What follows belongs to an exercise in optimizing a design on an open flow for small area, a short achievable clock period and few clock cycles per item; a production flow would make more cautious choices. Only simulation tests tie the RTL to the original design; equivalence was not proved. Power is estimated from default activity; no workload was simulated.

[design/flow/run.sh]
#!/bin/bash
# synth_recipe.tcl (not shown) runs the flow's synth.tcl, then flattens the netlist and writes it again
# the make line also repeats each setting of config.mk as NAME=value (left out here)
make -C /OpenROAD-flow-scripts/flow DESIGN_CONFIG=/design/flow/config.mk WORK_HOME=/design/flow/orfs CLKGATE_MAP_FILE= SYNTH_SCRIPT=/design/flow/synth_recipe.tcl finish
[design/flow/config.mk]
export PLATFORM = sky130hd
export DESIGN_NAME = midpoint_ellipse_rasterizer
export DESIGN_NICKNAME = midpoint_ellipse_rasterizer
export VERILOG_FILES = /design/flow/design.v
export SDC_FILE = /design/flow/constraint.sdc
export NUM_CORES = 4
export LEC_CHECK = 0
export CAP_MARGIN = 20
export CORE_MARGIN = 2
export CORE_UTILIZATION = 40
export SLEW_MARGIN = 20
[design/flow/constraint.sdc]
create_clock -name core_clock -period 10.0 [get_ports {aclk}]
set_input_delay 2.0000 -clock core_clock [delete_from_list [all_inputs] [get_ports {aclk}]]
set_output_delay 2.0000 -clock core_clock [all_outputs]
set_load 0.01 [all_outputs]
[design/flow/design.v]
package mer_pkg;
    localparam int COORD_W  = 12;
    localparam int RADIUS_W = 10;
    localparam int OUT_W    = 14;
    localparam int STEP_W   = 11;
    localparam int SQ_W     = 20;
    localparam int TERM_W   = 33;
    localparam int DEC_W    = 44;
    localparam int ACC_W    = 46;
    localparam int TMP_W    = 24;
    localparam int MUL_A_W  = 21;
    localparam int MUL_B_W  = 25;
    localparam int UA_W     = 5;
    localparam int UA_DEPTH = 1 << UA_W;
    typedef logic [UA_W-1:0] uaddr_t;
    typedef enum logic [0:0] {
        OP_START = 1'b0,
        OP_STEP  = 1'b1
    } op_t;
    typedef enum logic [3:0] {
        MUL_NONE,
        MUL_RX_RX,
        MUL_RY_RY,
        MUL_RX2_RY,
        MUL_TX_TX,
        MUL_YM_YM,
        MUL_RY2_TMP,
        MUL_RX2_TMP,
        MUL_RX2_RY2
    } mul_op_t;
    typedef enum logic [3:0] {
        ACC_HOLD,
        ACC_INIT,
        ACC_PLUS_RX2,
        ACC_DEC_PLUS_RY2,
        ACC_DEC_PLUS_RX2,
        ACC_PLUS_XT,
        ACC_MINUS_YT,
        ACC_FROM_PROD,
        ACC_PLUS_4PROD,
        ACC_MINUS_4PROD
    } acc_op_t;
    typedef enum logic [1:0] {
        STP_NONE,
        STP_X,
        STP_Y
    } step_op_t;
    typedef enum logic [3:0] {
        ROP_NONE,
        ROP_RX2_PROD,
        ROP_RY2_PROD,
        ROP_YT_2PROD,
        ROP_TMP_PROD,
        ROP_DEC_TRUNC,
        ROP_DEC_ACC,
        ROP_R2_ENTER,
        ROP_BUSY_UPD
    } reg_op_t;
    typedef enum logic [1:0] {
        JMP_NEVER,
        JMP_ALWAYS,
        JMP_DEC_NEG,
        JMP_DEC_POS
    } jmp_cond_t;
    typedef enum logic [1:0] {
        FIN_NEVER,
        FIN_ALWAYS,
        FIN_XT_LT_YT
    } fin_cond_t;
    typedef struct packed {
        mul_op_t   mul;
        acc_op_t   acc;
        step_op_t  stp;
        reg_op_t   rop;
        jmp_cond_t jmp;
        fin_cond_t fin;
        uaddr_t    target;
    } uword_t;
    typedef struct packed {
        logic   exec;
        uword_t w;
    } ctrl_t;
    typedef struct packed {
        logic busy;
        logic r2;
        logic dec_neg;
        logic dec_pos;
        logic xt_lt_yt;
    } status_t;
    typedef struct packed {
        logic [OUT_W-1:0] left_top_y;
        logic [OUT_W-1:0] left_top_x;
        logic [OUT_W-1:0] right_top_y;
        logic [OUT_W-1:0] right_top_x;
        logic [OUT_W-1:0] left_bottom_y;
        logic [OUT_W-1:0] left_bottom_x;
        logic [OUT_W-1:0] right_bottom_y;
        logic [OUT_W-1:0] right_bottom_x;
        logic             last;
    } result_t;
    localparam uaddr_t UA_START   = 5'd0;
    localparam uaddr_t UA_R1      = 5'd6;
    localparam uaddr_t UA_R1_JOIN = 5'd10;
    localparam uaddr_t UA_R2E     = 5'd11;
    localparam uaddr_t UA_R2      = 5'd18;
    localparam uaddr_t UA_R2_JOIN = 5'd22;
endpackage
import mer_pkg::*;
module mer_datapath
(
    input  logic                aclk,
    input  logic                aresetn,
    input  logic                launch,
    input  logic [COORD_W-1:0]  in_center_x,
    input  logic [COORD_W-1:0]  in_center_y,
    input  logic [RADIUS_W-1:0] in_radius_x,
    input  logic [RADIUS_W-1:0] in_radius_y,
    input  mer_pkg::ctrl_t               ctrl,
    output mer_pkg::status_t             status,
    output mer_pkg::result_t             result
);
    logic [COORD_W-1:0]       cx_reg, cx_next;
    logic [COORD_W-1:0]       cy_reg, cy_next;
    logic [RADIUS_W-1:0]      rx_reg, rx_next;
    logic [RADIUS_W-1:0]      ry_reg, ry_next;
    logic [SQ_W-1:0]          rx2_reg, rx2_next;
    logic [SQ_W-1:0]          ry2_reg, ry2_next;
    logic [STEP_W-1:0]        sx_reg, sx_next;
    logic [STEP_W-1:0]        sy_reg, sy_next;
    logic signed [DEC_W-1:0]  dec_reg, dec_next;
    logic signed [TERM_W-1:0] xt_reg, xt_next;
    logic signed [TERM_W-1:0] yt_reg, yt_next;
    logic [TMP_W-1:0]         tmp_reg, tmp_next;
    logic signed [ACC_W-1:0]  prod_reg, prod_next;
    logic signed [ACC_W-1:0]  acc_reg, acc_next;
    logic                     r2_reg, r2_next;
    logic                     busy_reg, busy_next;
    logic [STEP_W:0]          tx;
    logic signed [STEP_W:0]   ym;
    logic signed [MUL_A_W-1:0] mul_a;
    logic signed [MUL_B_W-1:0] mul_b;
    logic signed [ACC_W-1:0]  mul_p;
    logic signed [ACC_W-1:0]  dec_w, xt_w, yt_w, rx2_w, ry2_w, prod4, acc_adj;
    logic [DEC_W-1:0]         dec_trunc;
    logic                     last_busy;
    logic [OUT_W-1:0]         cx14, cy14, sx14, sy14;
    assign tx = {sx_reg, 1'b1};
    assign ym = $signed({1'b0, sy_reg}) - (STEP_W+1)'(1);
    always_comb begin
        case (ctrl.w.mul)
            MUL_RX_RX: begin
                mul_a = MUL_A_W'(rx_reg);
                mul_b = MUL_B_W'(rx_reg);
            end
            MUL_RY_RY: begin
                mul_a = MUL_A_W'(ry_reg);
                mul_b = MUL_B_W'(ry_reg);
            end
            MUL_RX2_RY: begin
                mul_a = MUL_A_W'(rx2_reg);
                mul_b = MUL_B_W'(ry_reg);
            end
            MUL_TX_TX: begin
                mul_a = MUL_A_W'(tx);
                mul_b = MUL_B_W'(tx);
            end
            MUL_YM_YM: begin
                mul_a = MUL_A_W'(ym);
                mul_b = MUL_B_W'(ym);
            end
            MUL_RY2_TMP: begin
                mul_a = MUL_A_W'(ry2_reg);
                mul_b = MUL_B_W'(tmp_reg);
            end
            MUL_RX2_TMP: begin
                mul_a = MUL_A_W'(rx2_reg);
                mul_b = MUL_B_W'(tmp_reg);
            end
            MUL_RX2_RY2: begin
                mul_a = MUL_A_W'(rx2_reg);
                mul_b = MUL_B_W'(ry2_reg);
            end
            default: begin
                mul_a = '0;
                mul_b = '0;
            end
        endcase
    end
    assign mul_p = mul_a * mul_b;
    assign dec_w = ACC_W'(dec_reg);
    assign xt_w  = ACC_W'(xt_reg);
    assign yt_w  = ACC_W'(yt_reg);
    assign rx2_w = $signed(ACC_W'(rx2_reg));
    assign ry2_w = $signed(ACC_W'(ry2_reg));
    assign prod4 = prod_reg <<< 2;
    assign acc_adj   = acc_reg + (acc_reg[ACC_W-1] ? ACC_W'(3) : ACC_W'(0));
    assign dec_trunc = acc_adj[ACC_W-1:2];
    always_comb begin
        cx_next   = cx_reg;
        cy_next   = cy_reg;
        rx_next   = rx_reg;
        ry_next   = ry_reg;
        rx2_next  = rx2_reg;
        ry2_next  = ry2_reg;
        sx_next   = sx_reg;
        sy_next   = sy_reg;
        dec_next  = dec_reg;
        xt_next   = xt_reg;
        yt_next   = yt_reg;
        tmp_next  = tmp_reg;
        prod_next = prod_reg;
        acc_next  = acc_reg;
        r2_next   = r2_reg;
        busy_next = busy_reg;
        if (launch) begin
            cx_next   = in_center_x;
            cy_next   = in_center_y;
            rx_next   = in_radius_x;
            ry_next   = in_radius_y;
            sx_next   = '0;
            sy_next   = STEP_W'(in_radius_y);
            xt_next   = '0;
            r2_next   = 1'b0;
            busy_next = 1'b1;
        end else if (ctrl.exec) begin
            if (ctrl.w.mul != MUL_NONE) begin
                prod_next = mul_p;
            end
            case (ctrl.w.stp)
                STP_NONE: ;
                STP_X: begin
                    sx_next = sx_reg + STEP_W'(1);
                    xt_next = xt_reg + $signed(TERM_W'({ry2_reg, 1'b0}));
                end
                STP_Y: begin
                    sy_next = sy_reg - STEP_W'(1);
                    yt_next = yt_reg - $signed(TERM_W'({rx2_reg, 1'b0}));
                end
                default: ;
            endcase
            case (ctrl.w.acc)
                ACC_HOLD:         ;
                ACC_INIT:         acc_next = (ry2_w <<< 2) - prod4;
                ACC_PLUS_RX2:     acc_next = acc_reg + rx2_w;
                ACC_DEC_PLUS_RY2: acc_next = dec_w + ry2_w;
                ACC_DEC_PLUS_RX2: acc_next = dec_w + rx2_w;
                ACC_PLUS_XT:      acc_next = acc_reg + xt_w;
                ACC_MINUS_YT:     acc_next = acc_reg - yt_w;
                ACC_FROM_PROD:    acc_next = prod_reg;
                ACC_PLUS_4PROD:   acc_next = acc_reg + prod4;
                ACC_MINUS_4PROD:  acc_next = acc_reg - prod4;
                default:          ;
            endcase
            case (ctrl.w.rop)
                ROP_NONE:      ;
                ROP_RX2_PROD:  rx2_next = prod_reg[SQ_W-1:0];
                ROP_RY2_PROD:  ry2_next = prod_reg[SQ_W-1:0];
                ROP_YT_2PROD:  yt_next  = $signed({prod_reg[TERM_W-2:0], 1'b0});
                ROP_TMP_PROD:  tmp_next = prod_reg[TMP_W-1:0];
                ROP_DEC_TRUNC: dec_next = $signed(dec_trunc);
                ROP_DEC_ACC:   dec_next = acc_reg[DEC_W-1:0];
                ROP_R2_ENTER: begin
                    dec_next  = $signed(dec_trunc);
                    r2_next   = 1'b1;
                    busy_next = (sy_reg != '0);
                end
                ROP_BUSY_UPD: begin
                    dec_next  = acc_reg[DEC_W-1:0];
                    busy_next = (sy_reg != '0);
                end
                default: ;
            endcase
        end
    end
    always_ff @(posedge aclk) begin
        if (!aresetn) begin
            r2_reg   <= 1'b0;
            busy_reg <= 1'b0;
        end else begin
            r2_reg   <= r2_next;
            busy_reg <= busy_next;
        end
    end
    always_ff @(posedge aclk) begin
        cx_reg   <= cx_next;
        cy_reg   <= cy_next;
        rx_reg   <= rx_next;
        ry_reg   <= ry_next;
        rx2_reg  <= rx2_next;
        ry2_reg  <= ry2_next;
        sx_reg   <= sx_next;
        sy_reg   <= sy_next;
        dec_reg  <= dec_next;
        xt_reg   <= xt_next;
        yt_reg   <= yt_next;
        tmp_reg  <= tmp_next;
        prod_reg <= prod_next;
        acc_reg  <= acc_next;
    end
    assign status.busy     = busy_reg;
    assign status.r2       = r2_reg;
    assign status.dec_neg  = dec_reg[DEC_W-1];
    assign status.dec_pos  = !dec_reg[DEC_W-1] && (dec_reg != '0);
    assign status.xt_lt_yt = (xt_reg < yt_reg);
    assign last_busy = ((ctrl.w.rop == ROP_R2_ENTER) || (ctrl.w.rop == ROP_BUSY_UPD))
                       ? (sy_reg != '0) : busy_reg;
    assign cx14 = OUT_W'(cx_reg);
    assign cy14 = OUT_W'(cy_reg);
    assign sx14 = OUT_W'(sx_reg);
    assign sy14 = OUT_W'(sy_reg);
    assign result.right_bottom_x = cx14 + sx14;
    assign result.right_bottom_y = cy14 + sy14;
    assign result.left_bottom_x  = cx14 - sx14;
    assign result.left_bottom_y  = cy14 + sy14;
    assign result.right_top_x    = cx14 + sx14;
    assign result.right_top_y    = cy14 - sy14;
    assign result.left_top_x     = cx14 - sx14;
    assign result.left_top_y     = cy14 - sy14;
    assign result.last           = !last_busy;
endmodule
import mer_pkg::*;
module mer_sequencer
(
    input  logic    aclk,
    input  logic    aresetn,
    input  logic    in_fire,
    input  mer_pkg::op_t     in_op,
    input  mer_pkg::status_t status,
    input  logic    out_block,
    output logic    running,
    output logic    launch,
    output mer_pkg::ctrl_t   ctrl,
    output logic    emit
);
    logic   running_reg, running_next;
    logic   is_step_reg, is_step_next;
    mer_pkg::uaddr_t pc_reg, pc_next;
    mer_pkg::uword_t word;
    logic   jmp_take;
    logic   fin_hit;
    logic   stall;
    logic   exec;
    logic   step_go;
    always_comb begin
        case (pc_reg)
            5'd0 : word = {4'(MUL_RX_RX), 4'(ACC_HOLD), 2'(STP_NONE), 4'(ROP_NONE), 2'(JMP_NEVER), 2'(FIN_NEVER), 5'(UA_START)};
            5'd1 : word = {4'(MUL_RY_RY), 4'(ACC_HOLD), 2'(STP_NONE), 4'(ROP_RX2_PROD), 2'(JMP_NEVER), 2'(FIN_NEVER), 5'(UA_START)};
            5'd2 : word = {4'(MUL_RX2_RY), 4'(ACC_HOLD), 2'(STP_NONE), 4'(ROP_RY2_PROD), 2'(JMP_NEVER), 2'(FIN_NEVER), 5'(UA_START)};
            5'd3 : word = {4'(MUL_NONE), 4'(ACC_INIT), 2'(STP_NONE), 4'(ROP_YT_2PROD), 2'(JMP_NEVER), 2'(FIN_NEVER), 5'(UA_START)};
            5'd4 : word = {4'(MUL_NONE), 4'(ACC_PLUS_RX2), 2'(STP_NONE), 4'(ROP_NONE), 2'(JMP_NEVER), 2'(FIN_NEVER), 5'(UA_START)};
            5'd5 : word = {4'(MUL_NONE), 4'(ACC_HOLD), 2'(STP_NONE), 4'(ROP_DEC_TRUNC), 2'(JMP_ALWAYS), 2'(FIN_XT_LT_YT), 5'(UA_R2E)};
            5'd6 : word = {4'(MUL_NONE), 4'(ACC_DEC_PLUS_RY2), 2'(STP_X), 4'(ROP_NONE), 2'(JMP_NEVER), 2'(FIN_NEVER), 5'(UA_START)};
            5'd7 : word = {4'(MUL_NONE), 4'(ACC_PLUS_XT), 2'(STP_NONE), 4'(ROP_NONE), 2'(JMP_DEC_NEG), 2'(FIN_NEVER), 5'(UA_R1_JOIN)};
            5'd8 : word = {4'(MUL_NONE), 4'(ACC_HOLD), 2'(STP_Y), 4'(ROP_NONE), 2'(JMP_NEVER), 2'(FIN_NEVER), 5'(UA_START)};
            5'd9 : word = {4'(MUL_NONE), 4'(ACC_MINUS_YT), 2'(STP_NONE), 4'(ROP_NONE), 2'(JMP_NEVER), 2'(FIN_NEVER), 5'(UA_START)};
            5'd10: word = {4'(MUL_NONE), 4'(ACC_HOLD), 2'(STP_NONE), 4'(ROP_DEC_ACC), 2'(JMP_NEVER), 2'(FIN_XT_LT_YT), 5'(UA_START)};
            5'd11: word = {4'(MUL_TX_TX), 4'(ACC_HOLD), 2'(STP_NONE), 4'(ROP_NONE), 2'(JMP_NEVER), 2'(FIN_NEVER), 5'(UA_START)};
            5'd12: word = {4'(MUL_YM_YM), 4'(ACC_HOLD), 2'(STP_NONE), 4'(ROP_TMP_PROD), 2'(JMP_NEVER), 2'(FIN_NEVER), 5'(UA_START)};
            5'd13: word = {4'(MUL_RY2_TMP), 4'(ACC_HOLD), 2'(STP_NONE), 4'(ROP_TMP_PROD), 2'(JMP_NEVER), 2'(FIN_NEVER), 5'(UA_START)};
            5'd14: word = {4'(MUL_RX2_TMP), 4'(ACC_FROM_PROD), 2'(STP_NONE), 4'(ROP_NONE), 2'(JMP_NEVER), 2'(FIN_NEVER), 5'(UA_START)};
            5'd15: word = {4'(MUL_RX2_RY2), 4'(ACC_PLUS_4PROD), 2'(STP_NONE), 4'(ROP_NONE), 2'(JMP_NEVER), 2'(FIN_NEVER), 5'(UA_START)};
            5'd16: word = {4'(MUL_NONE), 4'(ACC_MINUS_4PROD), 2'(STP_NONE), 4'(ROP_NONE), 2'(JMP_NEVER), 2'(FIN_NEVER), 5'(UA_START)};
            5'd17: word = {4'(MUL_NONE), 4'(ACC_HOLD), 2'(STP_NONE), 4'(ROP_R2_ENTER), 2'(JMP_NEVER), 2'(FIN_ALWAYS), 5'(UA_START)};
            5'd18: word = {4'(MUL_NONE), 4'(ACC_DEC_PLUS_RX2), 2'(STP_Y), 4'(ROP_NONE), 2'(JMP_NEVER), 2'(FIN_NEVER), 5'(UA_START)};
            5'd19: word = {4'(MUL_NONE), 4'(ACC_MINUS_YT), 2'(STP_NONE), 4'(ROP_NONE), 2'(JMP_DEC_POS), 2'(FIN_NEVER), 5'(UA_R2_JOIN)};
            5'd20: word = {4'(MUL_NONE), 4'(ACC_HOLD), 2'(STP_X), 4'(ROP_NONE), 2'(JMP_NEVER), 2'(FIN_NEVER), 5'(UA_START)};
            5'd21: word = {4'(MUL_NONE), 4'(ACC_PLUS_XT), 2'(STP_NONE), 4'(ROP_NONE), 2'(JMP_NEVER), 2'(FIN_NEVER), 5'(UA_START)};
            5'd22: word = {4'(MUL_NONE), 4'(ACC_HOLD), 2'(STP_NONE), 4'(ROP_BUSY_UPD), 2'(JMP_NEVER), 2'(FIN_ALWAYS), 5'(UA_START)};
            default: word = {4'(MUL_NONE), 4'(ACC_HOLD), 2'(STP_NONE), 4'(ROP_NONE), 2'(JMP_NEVER), 2'(FIN_ALWAYS), 5'(UA_START)};
        endcase
    end
    always_comb begin
        case (word.jmp)
            JMP_NEVER:   jmp_take = 1'b0;
            JMP_ALWAYS:  jmp_take = 1'b1;
            JMP_DEC_NEG: jmp_take = status.dec_neg;
            JMP_DEC_POS: jmp_take = status.dec_pos;
        endcase
        case (word.fin)
            FIN_NEVER:    fin_hit = 1'b0;
            FIN_ALWAYS:   fin_hit = 1'b1;
            FIN_XT_LT_YT: fin_hit = status.xt_lt_yt;
            default:      fin_hit = 1'b1;
        endcase
    end
    assign stall   = fin_hit && is_step_reg && out_block;
    assign exec    = running_reg && !stall;
    assign launch  = in_fire && (in_op == OP_START);
    assign step_go = in_fire && (in_op == OP_STEP) && status.busy;
    always_comb begin
        running_next = running_reg;
        is_step_next = is_step_reg;
        pc_next      = pc_reg;
        if (launch) begin
            running_next = 1'b1;
            is_step_next = 1'b0;
            pc_next      = UA_START;
        end else if (step_go) begin
            running_next = 1'b1;
            is_step_next = 1'b1;
            pc_next      = status.r2 ? UA_R2 : UA_R1;
        end else if (exec) begin
            if (fin_hit) begin
                running_next = 1'b0;
            end else if (jmp_take) begin
                pc_next = word.target;
            end else begin
                pc_next = pc_reg + UA_W'(1);
            end
        end
    end
    always_ff @(posedge aclk) begin
        if (!aresetn) begin
            running_reg <= 1'b0;
            is_step_reg <= 1'b0;
            pc_reg      <= UA_START;
        end else begin
            running_reg <= running_next;
            is_step_reg <= is_step_next;
            pc_reg      <= pc_next;
        end
    end
    assign running   = running_reg;
    assign ctrl.exec = exec;
    assign ctrl.w    = word;
    assign emit      = exec && fin_hit && is_step_reg;
endmodule
import mer_pkg::*;
module midpoint_ellipse_rasterizer
(
    input  logic         aclk,
    input  logic         aresetn,
    input  logic         s_tvalid,
    output logic         s_tready,
    input  logic [47:0]  s_tdata,
    input  logic [0:0]   s_tuser,
    output logic         m_tvalid,
    input  logic         m_tready,
    output logic [111:0] m_tdata,
    output logic         m_tlast
);
    logic    in_fire;
    mer_pkg::op_t     in_op;
    logic    running;
    logic    launch;
    logic    emit;
    logic    out_block;
    mer_pkg::ctrl_t   ctrl;
    mer_pkg::status_t status;
    mer_pkg::result_t result;
    logic         m_tvalid_reg, m_tvalid_next;
    logic [111:0] m_tdata_reg, m_tdata_next;
    logic         m_tlast_reg, m_tlast_next;
    assign s_tready  = !running;
    assign in_fire   = s_tvalid && s_tready;
    assign in_op     = mer_pkg::op_t'(s_tuser);
    assign out_block = m_tvalid_reg && !m_tready;
    mer_sequencer u_seq (
        .aclk      (aclk),
        .aresetn   (aresetn),
        .in_fire   (in_fire),
        .in_op     (in_op),
        .status    (status),
        .out_block (out_block),
        .running   (running),
        .launch    (launch),
        .ctrl      (ctrl),
        .emit      (emit)
    );
    mer_datapath u_dp (
        .aclk        (aclk),
        .aresetn     (aresetn),
        .launch      (launch),
        .in_center_x (s_tdata[11:0]),
        .in_center_y (s_tdata[23:12]),
        .in_radius_x (s_tdata[33:24]),
        .in_radius_y (s_tdata[43:34]),
        .ctrl        (ctrl),
        .status      (status),
        .result      (result)
    );
    always_comb begin
        m_tvalid_next = m_tvalid_reg;
        m_tdata_next  = m_tdata_reg;
        m_tlast_next  = m_tlast_reg;
        if (emit) begin
            m_tvalid_next = 1'b1;
            m_tdata_next  = {result.left_top_y, result.left_top_x,
                             result.right_top_y, result.right_top_x,
                             result.left_bottom_y, result.left_bottom_x,
                             result.right_bottom_y, result.right_bottom_x};
            m_tlast_next  = result.last;
        end else if (m_tready) begin
            m_tvalid_next = 1'b0;
        end
    end
    always_ff @(posedge aclk) begin
        if (!aresetn) begin
            m_tvalid_reg <= 1'b0;
        end else begin
            m_tvalid_reg <= m_tvalid_next;
        end
    end
    always_ff @(posedge aclk) begin
        m_tdata_reg <= m_tdata_next;
        m_tlast_reg <= m_tlast_next;
    end
    assign m_tvalid = m_tvalid_reg;
    assign m_tdata  = m_tdata_reg;
    assign m_tlast  = m_tlast_reg;
endmodule
==> results.txt <==
-- layout by cell type (no fill, tap or decap), types with 48 or more instances in the layout --
cell	n
a21o_1	126
a21oi_1	375
a22oi_1	56
and2_1	61
and3_1	50
buf_4	130
clkbuf_16	48
clkdlybuf4s50_1	159
dfxtp_1	76
edfxtp_1	337
fa_1	548
ha_1	412
inv_1	844
nand2_1	714
nand2b_1	50
nand3_1	102
nand4_1	68
nor2_1	494
nor3_1	85
o21a_1	52
o21ai_0	206
xnor2_1	287
xor2_1	171
-- path summary, 6_finish.rpt --
path,cells past startpoint,endpoint,slack [ns]
setup / recovery,32,u_dp.prod_reg[44]$_DFFE_PP_,0.56
hold reg to reg,1,u_dp.r2_reg$_SDFFE_PP0P_,0.48
setup reg to reg,32,u_dp.prod_reg[44]$_DFFE_PP_,0.56
hold / removal,1,u_dp.r2_reg$_SDFFE_PP0P_,0.48
-- cell usage after synthesis (102+ instances only) --
| cell | instances |
|---|---|
| ha_1 | 412 |
| xor2_1 | 171 |
| inv_1 | 845 |
| nand2_1 | 714 |
| fa_1 | 548 |
| a21o_1 | 126 |
| o21ai_0 | 209 |
| edfxtp_1 | 337 |
| a21oi_1 | 378 |
| xnor2_1 | 287 |
| clkbuf_1 | 232 |
| nand3_1 | 102 |
| nor2_1 | 496 |
-- what timing repair did --
action / CTS / global route
hold buffers: 0 / 0
gates resized for setup: 0 / 5
setup endpoints to repair: 0 / 7
-- final cells by class --
type                            instances  area, um2  area share [%]
Tap cell                             1768       2210            3.78
Clock buffer                           58       1270            2.17
Multi-Input combinational cell       4566      37300            63.7
Clock inverter                         30        349           0.596
Sequential cell                       413      11600            19.9
Inverter                              849       3190            5.44
Timing Repair Buffer                  290       2590            4.43
-- metal layers --
layer  share of wire, %  wire length (um)  track usage (%)
met5             0.0076                13                0
met4                2.7              4570             6.26
met3                8.3             14000             3.43
met2                 45             77000             39.4
met1                 44             74300             35.1
-- kinds of logic (layout without fill, tap and decap cells) --
kind of cell / Yosys count / count (layout) / share of synthesized area (%)
XOR/XNOR: 459 / 459 / 7.55
AND/OR/NAND/NOR: 1844 / 1844 / 15.9
multiplexers: 19 / 19 / 0.368
flip-flops: 413 / 413 / 21.8
other: 2 / 23 / 0.0141
AO/OA/AOI/OAI: 1261 / 1261 / 15.5
buffers and inverters: 1164 / 1227 / 8.66
adder cells (fa/ha/maj): 960 / 960 / 30.2
-- worst max-delay path, delay by kind of cell (launching register included) --
family,cells,cell delay [ns]
simple gates,5,1.41
xor+xnor,1,0.08
flops,1,0.35
compound gates,9,2.71
buf+inv,9,0.86
fa+ha+maj,8,3.72
-- metrics by stage --
step           setup WS, ns  hold WS, ns
2_1_floorplan          1.09        0.424
3_3_place_gp          0.391        0.453
3_5_place_dp          0.297        0.469
4_1_cts               0.222        0.484
5_1_grt            0.000441        0.504
6_report              0.561        0.484
-- where the power goes --
group          switching (mW)  internal, mW  leakage, nW
clock network           0.807          1.04        0.785
logic                    2.75          1.79         20.8
registers               0.199          2.12         3.68
==> flow_summary.json <==
{
  "status": "complete, no violations",
  "drt_first_pass_iters": 7,
  "synth_top_area_share_pct": 20.6,
  "place_area_mm2": 0.0570,
  "synth-seq-cells": 413,
  "grt_pass1_wl_um": 261000,
  "worstSetupStartpoint": "u_seq.word[22]$_SDFF_PP0_",
  "finalHoldViolations": 0,
  "cts.sinks": 413,
  "yosysSeqAreaShare_pct": 21.8,
  "rsz0062_at_grt": "false",
  "power.leakage_nw": 25.2,
  "final_layout_size_suffix_gt1_share_pct": 5.01,
  "initial_core_util_pct": 40.1,
  "numPortBuffers": 159,
  "dp.cells": 7886,
  "wl_per_cell_um": 21.3,
  "n_antenna_cell": 0,
  "synth_area_mm2": 0.0534,
  "routed_via_density": 5.59,
  "cts_max_level": 2,
  "crit_required_ns": 10.36,
  "clock.fmax_mhz": 106,
  "fin_worst_skew_ns": 0.0346,
  "postCtsSetupBuffers": 0,
  "largest_reg_flops": 50,
  "stdcell_count": 7974,
  "gp_congestion": 0.959,
  "route.detailed.drc": 0,
  "area_delta_synth_final_pct": 9.80,
  "drtIter0Drc": 4676,
  "postSynthCellCount": 6122,
  "ir_drop_uv": 299,
  "p_per_area_mw_per_mm2": 149,
  "yosysWarningCount": 3,
  "setup_tns_ns": 0,
  "cap_violations": 0,
  "nets": 7181,
  "worst_pin_slew_ns": 1.15,
  "fin_crit_sh_pct": 94.4,
  "critical_path.max_fanout": 11,
  "die_height_um": 369,
  "dieArea_mm2": 0.136,
  "grt_overflow": 0,
  "finalInstanceArea_mm2": 0.0586,
  "synth_cell_type_count": 111,
  "grt_pass1_vias": 44500,
  "grt_usage_pct": 24.7,
  "min_from": "u_dp.r2_reg$_SDFFE_PP0P_",
  "total_power_mw": 8.71,
  "slew-limit-headroom_pct": 22.5,
  "cts_max_path_buffers": 3,
  "maxSlewViolCount": 0,
  "critPathKind": "reg -> reg",
  "utilization_pct": 44.1,
  "rr_startpoint": "u_seq.word[22]$_SDFF_PP0_",
  "coreArea_mm2": 0.133,
  "grt_max_degree": 67,
  "cp-end-kind": "flip-flop",
  "clkSlewWorstSetupHoldPaths_ns": 0.06,
  "clk_latency_ns": 0.64,
  "core.rowCount": 134,
  "antenna_found_initial": 1,
  "layout_min_cycle_time_ns": 9.44,
  "async_reset_ff_share_pct": 0,
  "yosysTopAreaCell": "fa_1",
  "totalWireLength_um": 170000,
  "syn_area_per_cell_um2": 8.72,
  "nFillCells": 13100,
  "vias": 44500,
  "die_x_um": 369,
  "synth_edf_count": 337,
  "arrival_ns": 9.79,
  "dp_hpwl_um": 138000,
  "synth.top_cells.by_area": "fa_1 21%, edfxtp_1 19%, ha_1 9.7%",
  "crit_path_max_incr_delay_ns": 0.58,
  "worst_path_most_repeated_cell": "inv_1",
  "clockRootBuffer": "clkbuf_16",
  "worst_path_max_delay_cell": "o21ai_0",
  "io_pins": 168,
  "finalSetupViolCount": 0,
  "ant_nets": 0,
  "cts_tree": "built",
  "cts_made_buffers": 48,
  "synth_ff_type": "edfxtp_1",
  "startpoint_type": "flip-flop",
  "min_path_type": "reg -> reg"
}
Testbench counts, summed over its fixed seeds: cycles 79,376, items 16,698.

[what the ideal ports hide]
In the flow no input, the clock included, has a driving cell. The finished layout below was timed again as built, in two steps. Step 1 sets driving cells, clkbuf_16 on the clock port and buf_2 on the other inputs (assumed; they add their load-dependent delay and slew). Step 2 also shifts input and output timing later by t, the mid clock arrival at the registers, as if the neighbouring blocks saw the same clock. a / b / c = ideal ports / drivers / drivers and shift; a / b = the first two.
t (ns): 0.691
slack for setup (ns): 0.561 / 0.561 / 0.561
worst setup path after step 2: register to register
After both steps this run still meets setup and hold. The setup slack of this run moves by 0.000 ns with the drivers and by 0.000 ns with both steps.
